What follows belongs to an exercise in optimizing a design on an open flow for a short achievable clock period and few clock cycles; a production flow would make more cautious choices.
RTL that was checked went through simulation tests only; none was proved equivalent to the original.
The RTL of run 1 was laid out without a check of its function.
Power and IR drop assume default switching activity.

==> design/flow/design.v <==
package eccPkg;
   typedef logic [3:0] nibbleT;
   typedef logic [7:0] codeByteT;
   typedef logic [31:0] dataWordT;
   typedef logic [63:0] codeWordT;
   typedef logic [11:0] axiAddrT;
   typedef logic [1:0] respT;
   typedef logic [15:0] cntT;
   localparam respT RESP_OKAY = 2'b00;
   localparam respT RESP_SLVERR = 2'b10;
   localparam axiAddrT REG_BASE = 12'h800;
   localparam axiAddrT REG_INJ_LO = 12'h800;
   localparam axiAddrT REG_INJ_HI = 12'h804;
   localparam axiAddrT REG_CORR_CNT = 12'h808;
   localparam axiAddrT REG_UNCORR_CNT = 12'h80C;
endpackage
`timescale 1ns/10ps
module eccMemTop (
   input logic clk,
   input logic rstN,
   input logic awValid,
   output logic awReady,
   input eccPkg::axiAddrT awAddr,
   input logic wValid,
   output logic wReady,
   input eccPkg::dataWordT wData,
   output logic bValid,
   input logic bReady,
   output eccPkg::respT bResp,
   input logic arValid,
   output logic arReady,
   input eccPkg::axiAddrT arAddr,
   output logic rValid,
   input logic rReady,
   output eccPkg::dataWordT rData,
   output eccPkg::respT rResp
);
   localparam int DEPTH = 64;
   localparam int CAP = 7;
   localparam int QD = 8;
   localparam int QW = $clog2(QD);
   function automatic logic [5:0] maskEffect(input logic [7:0] m);
      logic [3:0] s;
      logic [3:0] f;
      logic any;
      s[0] = m[0] ^ m[3] ^ m[5] ^ m[6];
      s[1] = m[1] ^ m[3] ^ m[5] ^ m[7];
      s[2] = m[2] ^ m[3] ^ m[6] ^ m[7];
      s[3] = m[4] ^ m[5] ^ m[6] ^ m[7];
      f[0] = (s == 4'b0111);
      f[1] = (s == 4'b1011);
      f[2] = (s == 4'b1101);
      f[3] = (s == 4'b1110);
      any = |s;
      maskEffect = {any & ~(^s), any, {m[7], m[6], m[5], m[3]} ^ f};
   endfunction
   logic rdy;
   assign awReady = rdy;
   assign wReady = rdy;
   assign arReady = rdy;
   logic rstQ;
   always_ff @(posedge clk) rstQ <= !rstN;
   logic cWr, cRd;
   eccPkg::axiAddrT cAw, cAr;
   eccPkg::dataWordT cD;
   logic cTakeB, cTakeR;
   always_ff @(posedge clk) begin
      cAw <= awAddr;
      cAr <= arAddr;
      cD <= wData;
      if (!rstN) begin
         cWr <= 1'b0;
         cRd <= 1'b0;
         cTakeB <= 1'b0;
         cTakeR <= 1'b0;
      end else begin
         cWr <= awValid && wValid && rdy;
         cRd <= arValid && rdy;
         cTakeB <= bValid && bReady;
         cTakeR <= rValid && rReady;
      end
   end
   eccPkg::axiAddrT aAddr;
   logic aHit;
   logic [5:0] aIdx;
   logic [5:0] aEff [4];
   assign aAddr = cWr ? cAw : cAr;
   assign aHit = (aAddr[11:8] == 4'd0);
   assign aIdx = aAddr[7:2];
   for (genvar b = 0; b < 4; b++) begin : gEff
      assign aEff[b] = maskEffect(cD[8*b +: 8]);
   end
   logic [33:0] mem [DEPTH];
   logic [33:0] rdL1 [8];
   logic eWr, eRd, eHit, eInjLo, eInjHi, eCorrA, eUncA, eErr;
   logic [5:0] eIdx;
   eccPkg::dataWordT eD;
   logic [15:0] eEff;
   logic eAny, eMulti;
   logic [DEPTH-1:0] eWe;
   always_ff @(posedge clk) begin
      if (!rstN) begin
         eWr <= 1'b0;
         eRd <= 1'b0;
         eWe <= '0;
      end else begin
         eWr <= cWr;
         eRd <= cRd;
         for (int k = 0; k < DEPTH; k++) begin
            eWe[k] <= cWr && aHit && (aIdx == 6'(k));
         end
      end
      eHit <= aHit;
      eIdx <= aIdx;
      eInjLo <= (aAddr == eccPkg::REG_INJ_LO);
      eInjHi <= (aAddr == eccPkg::REG_INJ_HI);
      eCorrA <= (aAddr == eccPkg::REG_CORR_CNT);
      eUncA <= (aAddr == eccPkg::REG_UNCORR_CNT);
      eErr <= !aHit && (aAddr != eccPkg::REG_INJ_LO) && (aAddr != eccPkg::REG_INJ_HI)
              && (aAddr != eccPkg::REG_CORR_CNT) && (aAddr != eccPkg::REG_UNCORR_CNT);
      eD <= cD;
      eEff <= {aEff[3][3:0], aEff[2][3:0], aEff[1][3:0], aEff[0][3:0]};
      eAny <= aEff[0][4] | aEff[1][4] | aEff[2][4] | aEff[3][4];
      eMulti <= aEff[0][5] | aEff[1][5] | aEff[2][5] | aEff[3][5];
      for (int g = 0; g < 8; g++) begin
         rdL1[g] <= mem[{3'(g), cAr[4:2]}];
      end
   end
   logic [63:0] mask;
   logic [15:0] effLo, effHi;
   logic anyLo, anyHi, multiLo, multiHi;
   logic [33:0] wWord;
   logic fwdV;
   logic [5:0] fwdIdx;
   logic [33:0] fwdWord;
   logic [33:0] eRdWord;
   logic eDataWr;
   assign eDataWr = eWr && eHit;
   assign wWord[31:0] = eD ^ {effHi, effLo};
   assign wWord[33] = multiLo | multiHi;
   assign wWord[32] = (anyLo | anyHi) & !(multiLo | multiHi);
   always_ff @(posedge clk) begin
      if (rstQ) begin
         mask <= '0;
         effLo <= '0;
         effHi <= '0;
         anyLo <= 1'b0;
         anyHi <= 1'b0;
         multiLo <= 1'b0;
         multiHi <= 1'b0;
      end else if (eDataWr) begin
         mask <= '0;
         effLo <= '0;
         effHi <= '0;
         anyLo <= 1'b0;
         anyHi <= 1'b0;
         multiLo <= 1'b0;
         multiHi <= 1'b0;
      end else if (eWr && eInjLo) begin
         mask[31:0] <= eD;
         effLo <= eEff;
         anyLo <= eAny;
         multiLo <= eMulti;
      end else if (eWr && eInjHi) begin
         mask[63:32] <= eD;
         effHi <= eEff;
         anyHi <= eAny;
         multiHi <= eMulti;
      end
   end
   always_ff @(posedge clk) begin
      for (int k = 0; k < DEPTH; k++) begin
         if (eWe[k]) mem[k] <= wWord;
      end
   end
   always_ff @(posedge clk) begin
      if (!rstN) begin
         fwdV <= 1'b0;
      end else begin
         fwdV <= eDataWr;
      end
      fwdIdx <= eIdx;
      fwdWord <= wWord;
   end
   assign eRdWord = (fwdV && fwdIdx == eIdx) ? fwdWord : rdL1[eIdx[5:3]];
   logic fWr, fRd, fDataRd, fCorrRd, fUncRd, fCorrClr, fUncClr, fErr;
   eccPkg::dataWordT fRegData;
   logic [33:0] fWord;
   always_ff @(posedge clk) begin
      if (!rstN) begin
         fWr <= 1'b0;
         fRd <= 1'b0;
      end else begin
         fWr <= eWr;
         fRd <= eRd;
      end
      fDataRd <= eRd && eHit;
      fCorrRd <= eRd && eCorrA;
      fUncRd <= eRd && eUncA;
      fCorrClr <= eWr && eCorrA;
      fUncClr <= eWr && eUncA;
      fErr <= eErr;
      fRegData <= eInjLo ? mask[31:0] : eInjHi ? mask[63:32] : '0;
      fWord <= eRdWord;
   end
   eccPkg::cntT corrCnt, uncCnt;
   always_ff @(posedge clk) begin
      if (rstQ) begin
         corrCnt <= '0;
         uncCnt <= '0;
      end else begin
         if (fWr && fCorrClr) begin
            corrCnt <= '0;
         end else if (fRd && fDataRd && fWord[32] && corrCnt != '1) begin
            corrCnt <= corrCnt + eccPkg::cntT'(1);
         end
         if (fWr && fUncClr) begin
            uncCnt <= '0;
         end else if (fRd && fDataRd && fWord[33] && uncCnt != '1) begin
            uncCnt <= uncCnt + eccPkg::cntT'(1);
         end
      end
   end
   logic [32:0] fR;
   assign fR[31:0] = fDataRd ? fWord[31:0]
                   : fCorrRd ? eccPkg::dataWordT'(corrCnt)
                   : fUncRd ? eccPkg::dataWordT'(uncCnt)
                   : fRegData;
   assign fR[32] = fDataRd ? fWord[33] : fErr;
   logic [32:0] rq [QD];
   logic [QW:0] rqW, rqR;
   logic rqEmpty;
   assign rqEmpty = (rqW == rqR);
   always_ff @(posedge clk) begin
      if (fRd) rq[rqW[QW-1:0]] <= fR;
   end
   always_ff @(posedge clk) begin
      if (!rstN) begin
         rqW <= '0;
         rqR <= '0;
         rValid <= 1'b0;
      end else begin
         if (fRd) rqW <= rqW + 1'b1;
         if (!rValid || rReady) begin
            rValid <= !rqEmpty;
            if (!rqEmpty) rqR <= rqR + 1'b1;
         end
      end
   end
   always_ff @(posedge clk) begin
      if ((!rValid || rReady) && !rqEmpty) begin
         rData <= rq[rqR[QW-1:0]][31:0];
         rResp[1] <= rq[rqR[QW-1:0]][32];
      end
   end
   assign rResp[0] = 1'b0;
   logic [QD-1:0] bq;
   logic [QW:0] bqW, bqR;
   logic bqEmpty;
   assign bqEmpty = (bqW == bqR);
   always_ff @(posedge clk) begin
      if (fWr) bq[bqW[QW-1:0]] <= fErr;
   end
   always_ff @(posedge clk) begin
      if (!rstN) begin
         bqW <= '0;
         bqR <= '0;
         bValid <= 1'b0;
      end else begin
         if (fWr) bqW <= bqW + 1'b1;
         if (!bValid || bReady) begin
            bValid <= !bqEmpty;
            if (!bqEmpty) bqR <= bqR + 1'b1;
         end
      end
   end
   always_ff @(posedge clk) begin
      if ((!bValid || bReady) && !bqEmpty) begin
         bResp[1] <= bq[bqR[QW-1:0]];
      end
   end
   assign bResp[0] = 1'b0;
   logic [8:0] owedT, owedNow;
   logic owedUp;
   logic [1:0] owedDown;
   assign owedUp = cWr | cRd;
   assign owedDown = 2'(cTakeB) + 2'(cTakeR);
   always_comb begin
      for (int k = 0; k < 9; k++) begin
         if (owedUp && owedDown == 2'd0) owedNow[k] = (k == 0) ? 1'b1 : owedT[k-1];
         else if (owedUp == (owedDown == 2'd1)) owedNow[k] = owedT[k];
         else if (owedDown == 2'd2 && !owedUp) owedNow[k] = (k >= 7) ? 1'b0 : owedT[k+2];
         else owedNow[k] = (k == 8) ? 1'b0 : owedT[k+1];
      end
   end
   always_ff @(posedge clk) begin
      if (!rstN) begin
         owedT <= '0;
         rdy <= 1'b0;
      end else begin
         owedT <= owedNow;
         rdy <= rdy ? !owedNow[CAP - 2] : !owedNow[CAP - 1];
      end
   end
endmodule
==> design/flow/run.sh <==
#!/bin/bash
# synth_recipe.tcl (not shown) runs the flow's synth.tcl, then flattens the netlist and writes it again
# the make line also repeats each setting of config.mk as NAME=value (left out here)
make -C /OpenROAD-flow-scripts/flow DESIGN_CONFIG=/design/flow/config.mk WORK_HOME=/design/flow/orfs CLKGATE_MAP_FILE= SYNTH_SCRIPT=/design/flow/synth_recipe.tcl finish
==> design/flow/config.mk <==
export PLATFORM = sky130hd
export DESIGN_NAME = eccMemTop
export DESIGN_NICKNAME = eccMemTop
export VERILOG_FILES = /design/flow/design.v
export SDC_FILE = /design/flow/constraint.sdc
export NUM_CORES = 4
export LEC_CHECK = 0
export CAP_MARGIN = 20
export CORE_MARGIN = 2
export CORE_UTILIZATION = 50
export PLACE_DENSITY = 0.65
export SETUP_SLACK_MARGIN = 2.8
export SLEW_MARGIN = 20
export SYNTH_MEMORY_MAX_BITS = 8192
==> design/flow/constraint.sdc <==
create_clock -name core_clock -period 5.0 [get_ports {clk}]
set_input_delay 1.0000 -clock core_clock [delete_from_list [all_inputs] [get_ports {clk}]]
set_output_delay 1.0000 -clock core_clock [all_outputs]
set_load 0.01 [all_outputs]
==> results of run 1 <==
## power breakdown
| group | internal (uW) | switching (uW) | total, uW |
|---|---|---|---|
| Combinational | 1500 | 2510 | 4010 |
| Clock | 14600 | 10200 | 24700 |
| Sequential | 29200 | 516 | 29700 |
| Total | 45200 | 13200 | 58400 |
## state kept, by name, indices dropped and copies added (netlist names), 32 cells and up
name,cells
fWord,34
fRegData,32
fwdWord,34
rq,264
cD,32
eD,32
rdL1,272
rData,32
mem,2176
eWe,64
mask,64
## worst max-delay path by stage
stage               slack, ns  endpoint      from
floorplan                2.51  rq[4][0]    rqW[2]
global placement         0.80  fWord[4]   eIdx[5]
detailed placement       1.61  fWord[4]   eIdx[5]
CTS                      2.48  rData[6]  rData[6]
global route             2.48  rData[6]  rData[6]
finish                   2.54  rData[6]  rData[6]
## synthesized netlist by cell type, types with 51 or more instances
| library cell | instances | area, sq um |
|---|---|---|
| o2bb2ai_1 | 153 | 1340 |
| mux2i_1 | 314 | 3140 |
| mux4_2 | 198 | 4460 |
| edfxtp_1 | 2482 | 74500 |
| clkbuf_1 | 325 | 1220 |
| nand2_1 | 535 | 2010 |
| o221ai_1 | 76 | 666 |
| xnor2_1 | 70 | 613 |
| a221oi_1 | 266 | 2330 |
| buf_2 | 90 | 450 |
| dfxtp_1 | 736 | 14700 |
| nand3_1 | 54 | 270 |
| inv_1 | 101 | 379 |
| o21ai_0 | 91 | 455 |
| nor2b_1 | 88 | 551 |
| nor2_1 | 651 | 2440 |
| xor2_1 | 51 | 447 |
| nand2b_1 | 95 | 594 |
| o221a_2 | 73 | 822 |
| a22o_1 | 157 | 1380 |
| a21oi_1 | 275 | 1380 |
| mux2_2 | 105 | 1180 |
## area by class of cell
| cell class | count | area, sq um | area share |
|---|---|---|---|
| Clock inverter | 133 | 1330 | 0.00963 |
| Multi-Input combinational cell | 3581 | 28200 | 0.205 |
| Antenna cell | 13 | 32.5 | 0.000236 |
| Timing Repair inverter | 1 | 8.76 | 0.0000636 |
| Clock buffer | 471 | 9590 | 0.0696 |
| Tap cell | 3150 | 3940 | 0.0286 |
| Sequential cell | 3218 | 89400 | 0.649 |
| Inverter | 105 | 435 | 0.00316 |
| Timing Repair Buffer | 429 | 4760 | 0.0345 |
## logic make-up (layout without fill, tap and decap cells)
logic type	count (synthesis)	count (layout)	synth area share
adders and majority gates	43	43	0.00455
DFF	3218	3218	0.756
other	1	15	0.0000317
AOI/OAI and AO/OA	1243	1243	0.0807
xor gates and xnor gates	121	127	0.00897
and+or+nand+nor	1541	1549	0.0564
muxes	617	617	0.0744
buffers and inverters	571	1139	0.0195
## metal layers
| layer | vias up | track usage | share of wire |
|---|---|---|---|
| met2 | 4289 | 0.455 | 0.46 |
| met3 | 878 | 0.0665 | 0.11 |
| met4 | 6 | 0.145 | 0.059 |
| met1 | 35800 | 0.393 | 0.37 |
| met5 | - | 0 | 0.000094 |
| li1 | 28900 | - | - |
## stage by stage
| stage | cell area (sq um) | power [uW] | hold WS, ns |
|---|---|---|---|
| 3_3_place_gp | 124000 | 33700 | 0.314 |
| 5_1_grt | 138000 | 59800 | 0.345 |
| 2_1_floorplan | 118000 | 32000 | 0.310 |
| 4_1_cts | 137000 | 58400 | 0.328 |
| 3_5_place_dp | 124000 | 33700 | 0.314 |
| 6_report | 138000 | 58400 | 0.326 |
## what timing repair did
action	in CTS	in global routing
gates cloned	28	7
resized for setup	332	57
pin swaps	15	6
endpoints found under the setup margin	1049	214
buffers inserted	81	26
==> results.py, run 1 <==
metrics = {
    "clocking": {
        "clockRootBuffer": "clkbuf_16",
        "htreeDepth": 5,
        "postCtsHoldBufs": 0,
        "numCtsBuffers": 339,
        "cts_sinks": 3218,
        "cts_tree": "yes",
        "path_clk_slew_ns": 0.06,
        "clock_latency_ns": 0.97,
        "cts_buffer_depth": 4,
    },
    "placed_design": {
        "dp_hpwl_um": 188000,
        "portBuffers": 101,
        "globalplace.congestion": 0.883,
        "dpl.cell_count": 10300,
        "pre_cts_slack_ns": 1.61,
    },
    "floorplan": {
        "initial_core_util": 0.502,
        "row_count": 178,
        "die_area_sq_um": 240000,
        "die_w_um": 490,
        "core_sq_um": 235000,
        "die_h_um": 490,
        "ioPinCount": 104,
    },
    "logic_synthesis": {
        "async_flop_share": 0,
        "ys_ff_latch": 3218,
        "synthFlopType": "edfxtp_1",
        "ys_warn_count": 6,
        "yosysSeqAreaShare": 0.756,
        "yosysUniqueCellTypes": 69,
        "netlist_area_sq_um": 118000,
        "synthCells": 7355,
        "post_synth.cell_area_avg_sq_um": 16.1,
        "synth-edff-count": 2482,
    },
    "sta": {
        "max_freq_ghz": 0.406,
        "hold_viol_final": 0,
        "fin_skew_ns": 0.0793,
        "setup_viol": 0,
        "period_minus_slack_ns": 2.46,
        "slew_headroom": 0.207,
        "worst_slack_ns": 2.54,
        "tns_ns": 0,
        "drv_slew": 0,
        "grt_setup_unrepaired": "yes",
        "fin_crit_sh": 0.492,
        "tightest_slew_ns": 1.18,
    },
    "route": {
        "viasPerCell": 6.29,
        "vias": 69800,
        "drt-total-wl_um": 362000,
        "drc": 0,
        "dr.pass1.iters": 6,
        "drt-initial-drc-count": 9499,
        "ant_nets": 0,
        "wl_per_cell_um": 32.6,
    },
    "critical_path": {
        "reg2reg_from": "cAr[2]",
        "worstPathArrival_ns": 1.46,
        "required_ns": 4.00,
        "cp_top_family": "flip-flops",
        "worstPathCellList": "buf_2",
        "reg2reg_depth": 6,
        "path_depth": 1,
        "worst-setup-path-type": "flop to output pin",
        "critPathMaxStageDelay_ns": 0.37,
        "critPathMaxFanout": 1,
        "path_buf_inv": 1,
        "end_kind": "output pin",
        "slowest_stage": "edfxtp_1",
        "r2r_setup_slack_ns": 2.61,
        "r2r_end": "rdL1[7][16]",
        "start_kind": "flop",
    },
    "global_routing": {
        "grtUsageTotal": 0.294,
        "grt_max_degree": 101,
        "grt_pass1_vias": 66500,
        "antenna_found_initial": 15,
        "grt_pass1_wl_um": 504000,
        "grt-ovfl-total": 0,
    },
    "finish": {
        "fillers": 17600,
        "fin_util": 0.585,
        "fin_nets": 7781,
        "stdcell_count": 11100,
        "area_growth_pct": 16.5,
        "final_cell_mix": "edfxtp_1, dfxtp_1, nor2_1",
        "layout_commonest_cell": "edfxtp_1",
        "drive_gt1_frac": 0.190,
    },
    "power": {
        "irDropWorstVdd_v": 0.000444,
        "power.leakage_uw": 0.0464,
        "p_per_area_nw_per_um2": 424,
    },
    "job": {
        "maxCapViolations": 0,
    },
    "worst_hold_path": {
        "worstHoldEndpoint": "fErr",
        "hold_path_class": "flop to flop",
        "min_path_cells": 0,
        "min-delay-start": "eErr",
    },
    "run_status": {
        "run_status": "complete, no violations",
    },
}
==> run 2, diff against run 1 <==
--- a/design/flow/design.v
+++ b/design/flow/design.v
@@ -281,24 +281,13 @@
    end
    assign bResp[0] = 1'b0;
-   logic [8:0] owedT, owedNow;
-   logic owedUp;
-   logic [1:0] owedDown;
-   assign owedUp = cWr | cRd;
-   assign owedDown = 2'(cTakeB) + 2'(cTakeR);
-   always_comb begin
-      for (int k = 0; k < 9; k++) begin
-         if (owedUp && owedDown == 2'd0) owedNow[k] = (k == 0) ? 1'b1 : owedT[k-1];
-         else if (owedUp == (owedDown == 2'd1)) owedNow[k] = owedT[k];
-         else if (owedDown == 2'd2 && !owedUp) owedNow[k] = (k >= 7) ? 1'b0 : owedT[k+2];
-         else owedNow[k] = (k == 8) ? 1'b0 : owedT[k+1];
-      end
-   end
-   always_ff @(posedge clk) begin
-      if (!rstN) begin
-         owedT <= '0;
+   logic [3:0] owed, owedNow;
+   assign owedNow = owed + 4'(cWr | cRd) - 4'(cTakeB) - 4'(cTakeR);
+   always_ff @(posedge clk) begin
+      if (!rstN) begin
+         owed <= '0;
          rdy <= 1'b0;
       end else begin
-         owedT <= owedNow;
-         rdy <= rdy ? !owedNow[CAP - 2] : !owedNow[CAP - 1];
+         owed <= owedNow;
+         rdy <= (owedNow + 4'(rdy)) <= 4'(CAP - 1);
       end
    end
--- a/design/flow/config.mk
+++ b/design/flow/config.mk
@@ -8,7 +8,6 @@
 export CAP_MARGIN = 20
 export CORE_MARGIN = 2
-export CORE_UTILIZATION = 50
-export PLACE_DENSITY = 0.65
-export SETUP_SLACK_MARGIN = 2.8
+export CORE_UTILIZATION = 25
+export PLACE_DENSITY = 0.35
 export SLEW_MARGIN = 20
 export SYNTH_MEMORY_MAX_BITS = 8192
==> results.py, run 2 <==
metrics = {
    "run_status": {
        "run_status": "complete, no violations",
    },
    "logic_synthesis": {
        "synthFlopType": "edfxtp_1",
        "synth_common_cells": "edfxtp_1, dfxtp_1, nand2_1",
        "ys_warn_count": 6,
        "yosysTopAreaCell": "edfxtp_1",
        "async_flop_share": 0,
        "yosysSeqAreaShare": 0.761,
        "synth_area_leaders": "edfxtp_1, dfxtp_1, mux4_2",
        "yosysMostFrequentCell": "edfxtp_1",
        "synthCells": 7228,
        "netlist.area_leader.share": 0.636,
        "netlist_area_sq_um": 117000,
        "post_synth.cell_area_avg_sq_um": 16.2,
        "ys_ff_latch": 3213,
        "synth-edff-count": 2482,
        "yosysUniqueCellTypes": 78,
    },
    "floorplan": {
        "initial_core_util": 0.251,
        "row_count": 251,
        "core_sq_um": 467000,
        "ioPinCount": 104,
        "die_h_um": 689,
        "die_w_um": 689,
        "die_area_sq_um": 474000,
    },
    "route": {
        "dr.pass1.iters": 8,
        "drc": 0,
        "ant_nets": 0,
        "viasPerCell": 4.71,
        "vias": 66300,
        "wl_per_cell_um": 30.3,
        "drt-total-wl_um": 426000,
        "drt-initial-drc-count": 6025,
    },
    "finish": {
        "fin_nets": 7639,
        "regMostFlops": "mem",
        "drive_gt1_frac": 0.161,
        "area_growth_pct": 19.2,
        "layout_commonest_cell": "edfxtp_1",
        "largest_reg_flops": 2176,
        "final_area_sq_um": 140000,
        "final_cell_mix": "edfxtp_1, dfxtp_1, nand2_1",
    },
    "placed_design": {
        "dp_hpwl_um": 248000,
        "globalplace.congestion": 0.846,
        "portBuffers": 101,
        "placed_cell_area_sq_um": 127000,
    },
    "critical_path": {
        "worstPathArrival_ns": 4.05,
        "slowest_stage": "xnor2_1",
        "path_buf_inv": 1,
        "reg2reg_depth": 5,
        "path_depth": 5,
        "critPathMaxStageDelay_ns": 0.66,
        "end_kind": "flop",
        "worstPathCellList": "xnor2_1, nand4_2, nor2_4, buf_4, mux2_2",
        "critPathMaxFanout": 21,
        "worst-setup-path-type": "flop to flop",
        "start_kind": "flop",
        "required_ns": 5.82,
        "cp_top_family": "simple AND/OR/NAND/NOR gates",
    },
    "sta": {
        "drv_slew": 0,
        "slew_headroom": 0.133,
        "tightest_slew_ns": 1.30,
        "setup_viol": 0,
        "period_minus_slack_ns": 3.23,
        "hold_viol_final": 0,
        "grt_setup_unrepaired": "no",
        "max_freq_ghz": 0.309,
        "tns_ns": 0,
        "fin_crit_sh": 0.646,
        "fin_skew_ns": 0.0452,
    },
    "clocking": {
        "clockRootBuffer": "clkbuf_16",
        "postCtsHoldBufs": 0,
        "htreeDepth": 5,
        "clock_latency_ns": 0.96,
        "cts_sinks": 3213,
        "cts_setup_buffers": 0,
        "path_clk_slew_ns": 0.06,
        "ctsResizeCount": 0,
        "numCtsBuffers": 376,
        "cts_buffer_depth": 4,
        "cts_tree": "yes",
    },
    "power": {
        "p_per_area_nw_per_um2": 438,
        "power.leakage_uw": 0.0459,
        "irDropWorstVdd_v": 0.000265,
    },
    "worst_hold_path": {
        "min_path_cells": 0,
        "hold_path_class": "flop to flop",
    },
    "global_routing": {
        "antenna_found_initial": 47,
        "grtUsageTotal": 0.176,
        "grt_max_degree": 105,
        "grt-ovfl-total": 0,
        "grt_pass1_wl_um": 578000,
        "grt_pass1_vias": 66000,
    },
    "job": {
        "maxCapViolations": 0,
    },
}
-- run 2: worst reg2reg max path, cell delays in order (launching register included) --
cell and delay, ns:
dfxtp_4 0.47, xnor2_1 0.68, nand4_2 0.55, nor2_4 0.59, buf_4 0.44, mux2_2 0.39
-- run 2: power by group --
| part | switching, uW | total [uW] | internal, uW |
|---|---|---|---|
| combinational | 2340 | 3690 | 1350 |
| sequential | 731 | 29900 | 29200 |
| clock | 11200 | 27600 | 16400 |
| total | 14300 | 61200 | 46900 |
-- run 2: worst paths after layout --
path	startpoint	to	slack, ns
hold reg to reg	cD[17]	eD[17]	0.37
setup reg to reg	eIdx[3]	fWord[7]	1.77
hold / removal	cD[17]	eD[17]	0.37
setup / recovery	eIdx[3]	fWord[7]	1.77
-- run 2: cells by family after synthesis --
| kind of cell | after synthesis | share of synthesized area |
|---|---|---|
| xor gates and xnor gates | 124 | 0.00926 |
| muxes | 563 | 0.0704 |
| AOI/OAI and AO/OA | 1362 | 0.0841 |
| other | 1 | 0.0000320 |
| buffers and inverters | 558 | 0.0211 |
| adders and majority gates | 48 | 0.00525 |
| DFF | 3213 | 0.761 |
| and+or+nand+nor | 1359 | 0.0493 |
-- run 2: layer usage --
layer,GRT usage,share of wire,vias up
li1,-,-,28400
met1,0.244,0.45,35500
met2,0.287,0.47,1850
met3,0.0270,0.051,489
met4,0.0452,0.026,4
met5,0,0.000063,-
-- run 2: stage by stage --
| stage | total power (uW) | hold WS (ns) | cells | setup slack, ns | util |
|---|---|---|---|---|---|
| 2_1_floorplan | 32000 | 0.310 | 7229 | 1.58 | - |
| 3_3_place_gp | 34200 | 0.359 | 13300 | 1.48 | 0.272 |
| 3_5_place_dp | 34200 | 0.358 | 13300 | 1.43 | 0.272 |
| 4_1_cts | 62100 | 0.367 | 14000 | 1.73 | 0.299 |
| 5_1_grt | 63300 | 0.373 | 14100 | 1.59 | 0.299 |
| 6_report | 61200 | 0.365 | 14100 | 1.77 | 0.299 |
-- run 2: area by class of cell --
cell class	instances	area, sq um
antenna	26	65.1
clock buffer	543	10800
clock inverter	159	1640
fill	46200	328000
inverter	127	482
multi-input combinational	3458	26400
sequential	3213	89300
tap	6198	7750
timing repair buffer	352	3300
Testbench counts of run 2, summed over its fixed seeds: cycles 6,426.

[port drivers added, routing unchanged]
How much do the figures lean on ideal ports? The routed layouts below were timed once more, with nothing changed but the port constraints.
Step 1 assumes that a clkbuf_16 drives the clock port and a buf_2 every other input.
Step 2 adds t to the input delays and takes it off the output delays; t is the mean of the earliest and latest rising clock arrival at the registers after step 1. Input paths then give back, and output paths get back, about the clock's delay inside the block.
a / b / c = ideal / step 1 / step 2; a / b = the first two.
run | shift t [ns] | setup slack, ns | pins driven straight from the clock port
run 1 | 1.023 | 2.540 / 2.445 / 2.261 | 1
run 2 | 1.047 | 1.769 / 1.769 / 1.301 | 1
After both steps setup and hold are still met in every run listed. The setup slack of run 2, which loses most, moves by 0.000 ns with the drivers and by -0.468 ns with both steps.
